From an optimization exercise on the open Yosys and OpenROAD flow, aimed at small area, a short achievable clock period and few clock cycles; shortcuts taken in it are not production practice. In this exercise RTL edits were held to simulation tests only and were not proved equivalent to the original. Power figures rest on the tool's default switching activity, not on a simulated workload.

[standard.sh]
#!/bin/bash
# synth_recipe.tcl (not shown) runs the flow's synth.tcl, then flattens the netlist and writes it again
# the make line also repeats each setting of config.mk as NAME=value (left out here)
make -C /OpenROAD-flow-scripts/flow DESIGN_CONFIG=/design/flow/config.mk WORK_HOME=/design/flow/orfs CLKGATE_MAP_FILE= SYNTH_SCRIPT=/design/flow/synth_recipe.tcl "${@:-finish}"
[flow/run.sh]
#!/bin/bash
# Standard layout, except that buffer_ports is told to use plain buf_1
# buffers on the ports instead of the delay cells it picks by itself.
set -euo pipefail
here=$(pwd)
bash standard.sh synth > "$here/make_synth.log" 2>&1
export BUFFER_PORTS_ARGS="-buffer_cell sky130_fd_sc_hd__buf_1"
bash standard.sh > "$here/make_layout.log" 2>&1
[config.mk]
export PLATFORM = sky130hd
export DESIGN_NAME = move_unmaker
export DESIGN_NICKNAME = move_unmaker
export VERILOG_FILES = /design/flow/design.v
export SDC_FILE = /design/flow/constraint.sdc
export NUM_CORES = 4
export LEC_CHECK = 0
export CAP_MARGIN = 20
export CORE_MARGIN = 2
export CORE_UTILIZATION = 40
export CTS_BUF_LIST = sky130_fd_sc_hd__clkbuf_16
export CTS_CLUSTER_DIAMETER = 80
export CTS_CLUSTER_SIZE = 25
export SETUP_SLACK_MARGIN = 3.8
export SLEW_MARGIN = 20
[design.v]
module move_unmaker #(
  parameter int DEPTH = 64,
  parameter int PW    = $clog2(DEPTH) + 1
) (
  input  logic          clk_in,
  input  logic          rst_in,
  input  logic          push_valid_in,
  input  logic [14:0]   push_move_in,
  input  logic [430:0]  push_board_in,
  output logic          push_ready_out,
  input  logic          undo_valid_in,
  input  logic [430:0]  board_in,
  output logic          undo_ready_out,
  output logic [430:0]  board_out,
  output logic          valid_out,
  output logic [PW-1:0] depth_out,
  output logic          error_out
);
  localparam int AW = $clog2(DEPTH);
  localparam int NUM_BB = 5;
  localparam int RW = 36;
  localparam int TW = RW + 32;
  localparam logic [2:0] SPECIAL_UNKNOWN    = 3'd0;
  localparam logic [2:0] SPECIAL_CASTLE     = 3'd2;
  localparam logic [2:0] SPECIAL_EN_PASSANT = 3'd3;
  localparam logic [2:0] CAP_K    = 3'd5;
  localparam logic [2:0] CAP_NONE = 3'd7;
  function automatic [7:0] dec3(input [2:0] x);
    dec3 = 8'd1 << x;
  endfunction
  function automatic [31:0] sq_dec(input [11:0] x);
    sq_dec = {dec3(x[11:9]), dec3(x[8:6]), dec3(x[5:3]), dec3(x[2:0])};
  endfunction
  logic [PW-1:0] r_depth;
  logic [RW-1:0] r_mem [0:DEPTH-2];
  logic [TW-1:0] r_top;
  logic [430:0]  r_board_out;
  logic          r_valid, r_error;
  logic          w_push_ready, w_undo_ready, w_push_acc, w_undo_acc, w_reject;
  logic [AW-1:0] r_wr_ptr, r_rd_ptr;
  logic          r_full, r_empty;
  assign w_push_ready = !rst_in && !r_full;
  assign w_undo_ready = !rst_in && !r_empty && !push_valid_in;
  assign w_push_acc   = push_valid_in && w_push_ready;
  assign w_undo_acc   = undo_valid_in && w_undo_ready;
  assign w_reject     = !rst_in && ((push_valid_in && r_full) ||
                        (undo_valid_in && r_empty && !push_valid_in));
  logic [63:0]       p_bb [0:NUM_BB-1];
  logic [NUM_BB-1:0] p_at;
  logic [5:0]        p_k0, p_k1, p_src, p_dst;
  logic [2:0]        p_special;
  logic [2:0]        p_dx, p_cap_kind;
  logic              p_src_pawn, p_src_king, p_dst_king, p_ep, p_castle_mv, p_promo;
  logic [4:0]        p_code;
  logic [TW-1:0]     w_new_top;
  always_comb begin
    for (int i = 0; i < NUM_BB; i++) p_bb[i] = push_board_in[111 + 64*i +: 64];
    p_k0      = push_board_in[104:99];
    p_k1      = push_board_in[110:105];
    p_src     = push_move_in[14:9];
    p_dst     = push_move_in[8:3];
    p_special = push_move_in[2:0];
    for (int i = 0; i < NUM_BB; i++) p_at[i] = p_bb[i][p_dst];
    p_dx = (p_src[2:0] > p_dst[2:0]) ? (p_src[2:0] - p_dst[2:0]) : (p_dst[2:0] - p_src[2:0]);
    p_src_pawn = p_bb[0][p_src];
    p_src_king = (p_k0 == p_src) || (p_k1 == p_src);
    p_dst_king = (p_k0 == p_dst) || (p_k1 == p_dst);
    p_ep = (p_special == SPECIAL_EN_PASSANT) ||
           ((p_special == SPECIAL_UNKNOWN) && p_src_pawn &&
            (p_dst[2:0] != p_src[2:0]) && !(|p_at) && !p_dst_king);
    p_cap_kind = CAP_NONE;
    if (p_dst_king) begin
      p_cap_kind = CAP_K;
    end else begin
      for (int i = NUM_BB - 1; i >= 0; i--)
        if (p_at[i]) p_cap_kind = 3'(i);
    end
    p_castle_mv = p_src_king && ((p_special == SPECIAL_CASTLE) ||
                  ((p_special == SPECIAL_UNKNOWN) && (p_dx > 3'd1)));
    p_promo = p_special[2];
    if (p_ep)         p_code = {2'b11, 1'b0, push_board_in[1], p_castle_mv};
    else if (p_promo) p_code = {2'b10, p_cap_kind};
    else              p_code = {1'b0, p_castle_mv, p_cap_kind};
    w_new_top = {sq_dec({p_src, p_dst}), p_src, p_dst, p_code, push_board_in[34:31],
                 push_board_in[30:24], push_board_in[23:17], push_board_in[0]};
  end
  logic [7:0]   t_sr, t_sf, t_dr, t_df, t_cr;
  logic [5:0]   u_src, u_dst, u_kb;
  logic [4:0]   u_code;
  logic [2:0]   u_cap_kind;
  logic         u_castle_mv, u_promo, u_ep, u_b, u_nk, u_left;
  logic [NUM_BB-1:0] u_has;
  logic [63:0]  u_bb [0:NUM_BB-1];
  logic [63:0]  u_pw, m_src, m_dst, m_cap, m_rf, m_rt, m_clr;
  logic [5:0]   u_k0, u_k1;
  logic [430:0] w_rebuilt;
  always_comb begin
    t_sr        = r_top[67:60];
    t_sf        = r_top[59:52];
    t_dr        = r_top[51:44];
    t_df        = r_top[43:36];
    u_src       = r_top[35:30];
    u_dst       = r_top[29:24];
    u_code      = r_top[23:19];
    u_ep        = &u_code[4:3];
    u_promo     = (u_code[4:3] == 2'b10);
    u_castle_mv = u_ep ? u_code[0] : (u_code[4:3] == 2'b01);
    u_cap_kind  = u_ep ? 3'd0 : u_code[2:0];
    t_cr        = !u_ep ? t_dr : u_code[1] ? {t_dr[6:0], t_dr[7]} : {t_dr[0], t_dr[7:1]};
    u_left      = (u_dst < u_src);
    for (int j = 0; j < 64; j++) begin
      m_src[j] = t_sr[j / 8] & t_sf[j % 8];
      m_dst[j] = t_dr[j / 8] & t_df[j % 8];
      m_cap[j] = t_cr[j / 8] & t_df[j % 8];
      m_rf[j]  = u_castle_mv & t_sr[j / 8] & ((j % 8) == (u_left ? 3 : 5));
      m_rt[j]  = u_castle_mv & t_sr[j / 8] & ((j % 8) == (u_left ? 0 : 7));
    end
    u_b  = ~board_in[1];
    u_k0 = board_in[104:99];
    u_k1 = board_in[110:105];
    u_pw = board_in[98:35];
    u_kb = u_b ? u_k1 : u_k0;
    u_nk  = (u_kb != u_dst);
    m_clr = u_nk ? m_dst : 64'd0;
    for (int i = 0; i < NUM_BB; i++) begin
      u_bb[i]  = board_in[111 + 64*i +: 64];
      u_has[i] = u_promo ? (i == 0) : |(u_bb[i] & m_dst);
      u_bb[i]  = (u_bb[i] & ~m_clr) | (u_nk && u_has[i] ? m_src : 64'd0) |
                 ((u_cap_kind == 3'(i)) ? m_cap : 64'd0);
    end
    u_bb[3] = (u_bb[3] & ~m_rf) | m_rt;
    if (!u_nk) begin
      if (u_b) u_k1 = u_src; else u_k0 = u_src;
    end
    if (u_cap_kind == CAP_K) begin
      if (u_b) u_k0 = u_dst; else u_k1 = u_dst;
    end
    u_pw = u_pw & ~m_dst;
    u_pw = u_b ? (u_pw & ~m_src) : (u_pw | m_src);
    if (u_cap_kind != CAP_NONE) u_pw = u_b ? (u_pw | m_cap) : (u_pw & ~m_cap);
    u_pw = u_pw & ~m_rf;
    u_pw = u_b ? (u_pw & ~m_rt) : (u_pw | m_rt);
    w_rebuilt = {u_bb[4], u_bb[3], u_bb[2], u_bb[1], u_bb[0], u_k1, u_k0, u_pw,
                 r_top[18:15], r_top[14:8], r_top[7:1], board_in[16:1] - 16'd1, r_top[0]};
  end
  always_ff @(posedge clk_in) begin
    if (rst_in) begin
      r_depth  <= '0;
      r_wr_ptr <= '1;
      r_rd_ptr <= AW'(DEPTH - 2);
      r_full   <= 1'b0;
      r_empty  <= 1'b1;
    end else if (w_push_acc) begin
      r_depth  <= r_depth + PW'(1);
      r_wr_ptr <= r_wr_ptr + AW'(1);
      r_rd_ptr <= r_rd_ptr + AW'(1);
      r_full   <= (r_depth == PW'(DEPTH - 1));
      r_empty  <= 1'b0;
    end else if (w_undo_acc) begin
      r_depth  <= r_depth - PW'(1);
      r_wr_ptr <= r_wr_ptr - AW'(1);
      r_rd_ptr <= r_rd_ptr - AW'(1);
      r_full   <= 1'b0;
      r_empty  <= (r_depth == PW'(1));
    end
  end
  always_ff @(posedge clk_in) begin
    r_valid     <= w_undo_acc;
    r_error     <= w_reject;
    r_board_out <= w_rebuilt;
  end
  logic [RW-1:0] w_rd_data;
  always_comb begin
    w_rd_data = '0;
    for (int k = 0; k < DEPTH-1; k++)
      if (r_rd_ptr == AW'(k)) w_rd_data = w_rd_data | r_mem[k];
  end
  always_ff @(posedge clk_in) begin
    if (w_push_acc)      r_top <= w_new_top;
    else if (w_undo_acc) r_top <= {sq_dec(w_rd_data[35:24]), w_rd_data};
    for (int k = 0; k < DEPTH-1; k++)
      if (r_wr_ptr == AW'(k)) r_mem[k] <= r_top[RW-1:0];
  end
  assign push_ready_out = w_push_ready;
  assign undo_ready_out = w_undo_ready;
  assign board_out      = r_board_out;
  assign valid_out      = r_valid;
  assign depth_out      = r_depth;
  assign error_out      = r_error;
endmodule
[constraint.sdc]
create_clock -name core_clock -period 7.0 [get_ports {clk_in}]
set_input_delay 1.4000 -clock core_clock [delete_from_list [all_inputs] [get_ports {clk_in}]]
set_output_delay 1.4000 -clock core_clock [all_outputs]
set_load 0.01 [all_outputs]
==> impl_metrics.env <==
export IMPL_drt_iter0_drc=21100
export IMPL_timing_reg2reg_setup_slack_ps=3320
export IMPL_async_flop_share_pct=0
export IMPL_cpMostUsedCell="buf_8"
export IMPL_synth_seq_area_share_pct=72.6
export IMPL_wirelength_um=680000
export IMPL_r2r_cells=12
export IMPL_rsz0062_at_grt="yes"
export IMPL_antenna_left=0
export IMPL_holdCritStartpoint="r_top[14]"
export IMPL_dp_hpwl_um=425000
export IMPL_drc=0
export IMPL_reg2reg_to="r_board_out[345]"
export IMPL_tns_ps=0
export IMPL_viasPerCell=7.20
export IMPL_final_util_pct=50.5
export IMPL_cap_viol_max_count=0
export IMPL_min_period_ps=3680
export IMPL_synth_area_per_cell_um2=14.7
export IMPL_maxClockFrequency_mhz=271
export IMPL_track_usage_pct=46.3
export IMPL_vdd_drop_max_v=0.000210
export IMPL_synth_top_area_share_pct=64.3
export IMPL_clkLatencyLatePin_ps=990
export IMPL_grt_pass1_vias=81000
export IMPL_cts_tree="done"
export IMPL_synth_area_leader_cell="edfxtp_1"
export IMPL_crit_cells=12
export IMPL_cts_sinks=2790
export IMPL_initial_core_util_pct=40.2
export IMPL_vias=93200
export IMPL_ctsHoldBuffers=0
export IMPL_antenna_found_initial=177
export IMPL_cts_made_buffers=161
export IMPL_syn_nets=8336
export IMPL_whs_path_depth=0
export IMPL_start_kind="register"
export IMPL_cp_slowest_cell="a222oi_1"
export IMPL_synth_seq_cells=2790
export IMPL_crit_start="r_top[38]"
export IMPL_synth_edff_count=2336
export IMPL_critical_path_required_ps=7680
export IMPL_gp_congestion=1.06
export IMPL_outcome="timing/DRC/antenna clean"
export IMPL_die_h_um=526
export IMPL_hold_violations=0
export IMPL_core_area_um2=271000
export IMPL_numPortBuffers=1224
export IMPL_drv_slew=0
export IMPL_grt_max_degree=70
export IMPL_path_cells="buf_12 > buf_8 > a222oi_1 > o22ai_1 > nor2_1 > nand3_2 > o31ai_4 > buf_4 > buf_8 > buf_8 > buf_16 > o221ai_2"
export IMPL_die_area_um2=277000
export IMPL_synth_area_top_cells="edfxtp_1 (64%), dfxtp_1 (8.3%), a22oi_1 (7.3%), nand2_1 (2.9%), o221ai_1 (2.4%)"
export IMPL_syn_inst=7430
export IMPL_cp_arrival_ps=4370
export IMPL_multi_input_area_um2=32800
export IMPL_grt_pass1_wl_um=837000
export IMPL_rows=191
export IMPL_clkPwrFrac_pct=30.2
export IMPL_final_period_utilization_pct=52.6
export IMPL_cts_buffer_depth=4
export IMPL_drive_gt1_share_pct=20.0
export IMPL_holdWs_ps=389
export IMPL_endpoint_kind="register"
export IMPL_synth_area_um2=109000
export IMPL_tightest_slew_ps=1370
export IMPL_path_max_fanout=7
export IMPL_path_clk_slew_ps=100
export IMPL_synth_top_flop_cell="edfxtp_1"
export IMPL_ios=1323
export IMPL_cts_max_level=4
export IMPL_r2r_start="r_top[38]"
export IMPL_sw_frac_of_total_pct=29.8
export IMPL_ys_types=88
export IMPL_endpoint="r_board_out[345]"
export IMPL_clock_tree_root_cell="clkbuf_16"
export IMPL_setup_viol=0
export IMPL_ys_top_cells_by_count="edfxtp_1 (2336), a22oi_1 (1060), nand2_1 (845)"
export IMPL_path_buf_inv=6
export IMPL_p_int_w=0.0250
export IMPL_hold_class="reg -> reg"
export IMPL_syn2layout_area_growth_pct=25.5
export IMPL_die_w_um=526
export IMPL_yosysMostFrequentCell="edfxtp_1"
export IMPL_power_density_nw_per_um2=259
export IMPL_nets=10000
export IMPL_crit_family="compound AO/OA/AOI/OAI gates"
export IMPL_maxSlewHeadroom_pct=8.52
export IMPL_leakage_nw=45.2
export IMPL_overflow=0
export IMPL_nFillCells=23200
export IMPL_firstDrtPassIters=12
export IMPL_wl_per_cell_um=52.5
export IMPL_slowest_delay_ps=1100
export IMPL_ff_latch_area_um2=79300
export IMPL_switching_power_w=0.0106
export IMPL_pwr_share_seq_pct=53.8
export IMPL_fin_worst_skew_ps=113
export IMPL_pwr_share_comb_pct=16.0
export IMPL_yosysWarningCount=4
export IMPL_critPathKind="reg -> reg"
[power groups by stage]
stage                     Clock [W]  Sequential, W  Combinational [W]
after detailed placement          0         0.0195            0.00426
after CTS                    0.0106         0.0191            0.00488
after global routing         0.0111         0.0191            0.00561
final                        0.0107         0.0191            0.00568
after floorplan                   0         0.0195            0.00147
after global placement            0         0.0195            0.00424
[sequential cells by signal, summed over array words and instances, names as in the netlist]
name	flops
r_empty	1
r_top	68
r_wr_ptr	6
r_error	1
r_mem	2268
r_board_out	431
r_depth	7
r_rd_ptr	6
r_full	1
r_valid	1
[area by class of cell]
cell class	count	share of cell area, %
repair buffers	2038	10.7
clock inverters	122	0.805
multi-input cells	4095	24.0
well taps	3570	3.26
inverters	52	0.174
clock buffers	161	2.94
flip-flops and latches	2790	57.9
diodes	132	0.241
[worst register-to-register path, stage by stage (launching register included)]
cell and delay (ps):
edfxtp_1 480, buf_12 180, buf_8 120, a222oi_1 1100
o22ai_1 160, nor2_1 160, nand3_2 110, o31ai_4 260
buf_4 170, buf_8 140, buf_8 140, buf_16 190
o221ai_2 240
[stage by stage]
stage | power, W | cell area, µm² | cells | setup WS [ps]
finish | 0.0355 | 137000 | 13000 | 3320
global route | 0.0359 | 137000 | 12900 | 3430
CTS | 0.0346 | 131000 | 12600 | 3640
detailed placement | 0.0237 | 120000 | 12100 | 1440
global placement | 0.0237 | 120000 | 12100 | 1470
floorplan | 0.0210 | 109000 | 7430 | 3210
[layer usage]
layer  track usage (%)  part of all wire [%]  vias to the layer above
met3              21.0                    17                     2373
met1              61.5                    36                    47100
met2              62.4                    39                    10000
met5             0.329                  0.12                        -
li1                  -                     -                    33700
met4              25.5                   7.1                       90
[placed cells by master, fill, tap and decap left out, types with 127 or more instances in the layout]
| cell type | instances |
|---|---|
| a22oi_1 | 1007 |
| buf_1 | 1204 |
| buf_12 | 140 |
| buf_4 | 447 |
| buf_6 | 128 |
| clkbuf_16 | 188 |
| dfxtp_1 | 436 |
| diode_2 | 132 |
| edfxtp_1 | 2336 |
| nand2_1 | 829 |
| nand3_1 | 173 |
| nand4_1 | 258 |
| nor2_1 | 151 |
| o221ai_2 | 127 |
[worst min path at each step]
stage                       to  slack [ps]
2_1_floorplan          r_empty         510
3_3_place_gp   r_board_out[30]         360
3_5_place_dp   r_board_out[18]         360
4_1_cts        r_board_out[18]         390
5_1_grt        r_board_out[18]         410
6_report       r_board_out[30]         390
[what timing repair did]
| item | in CTS | in global routing |
|---|---|---|
| setup endpoints to repair | 499 | 427 |
| resized for setup | 592 | 575 |
| buffers inserted | 241 | 167 |
| pin swaps | 129 | 182 |
| cloned | 32 | 31 |
[kinds of logic (layout without fill, tap and decap cells)]
logic type,after synthesis,in the layout,synth area share (%)
AOI/OAI and AO/OA,1907,1908,13.5
xor gates and xnor gates,57,57,0.458
adders and majority gates,25,25,0.301
buffers and inverters,552,2373,2.16
DFF,2790,2790,72.6
muxes,157,157,2.48
other,0,132,0
and+or+nand+nor,1942,1948,8.42
Testbench counts, summed over its fixed seeds: cycles 24,001.

[static timing again, ports no longer ideal]
The flow's constraints put no driver on any port. The routed layout listed below was extracted and timed again, unchanged, in two steps. Step 1 (the two cells are an assumption about what drives the block):
set clk [get_ports {clk_in}]
set_driving_cell -lib_cell sky130_fd_sc_hd__clkbuf_16 $clk
set_driving_cell -lib_cell sky130_fd_sc_hd__buf_2 [delete_from_list [all_inputs] $clk]
Step 2, shift: input delay + t, output delay - t, t = (earliest + latest rising clock arrival at the registers) / 2. This alone moves slack from input paths to output paths. Three values: ideal ports, drivers, drivers and shift; two values: the first two.
t, ns: 1.029
setup WS [ns]: 3.316 / 3.316 / 2.437
worst setup path after step 2: input to register
latest minus earliest clock arrival (ns): 0.136 / 0.136
pins driven straight from the clock port: 1
After both steps this run still meets setup and hold. The setup slack of this run moves by 0.000 ns with the drivers and by -0.879 ns with both steps.
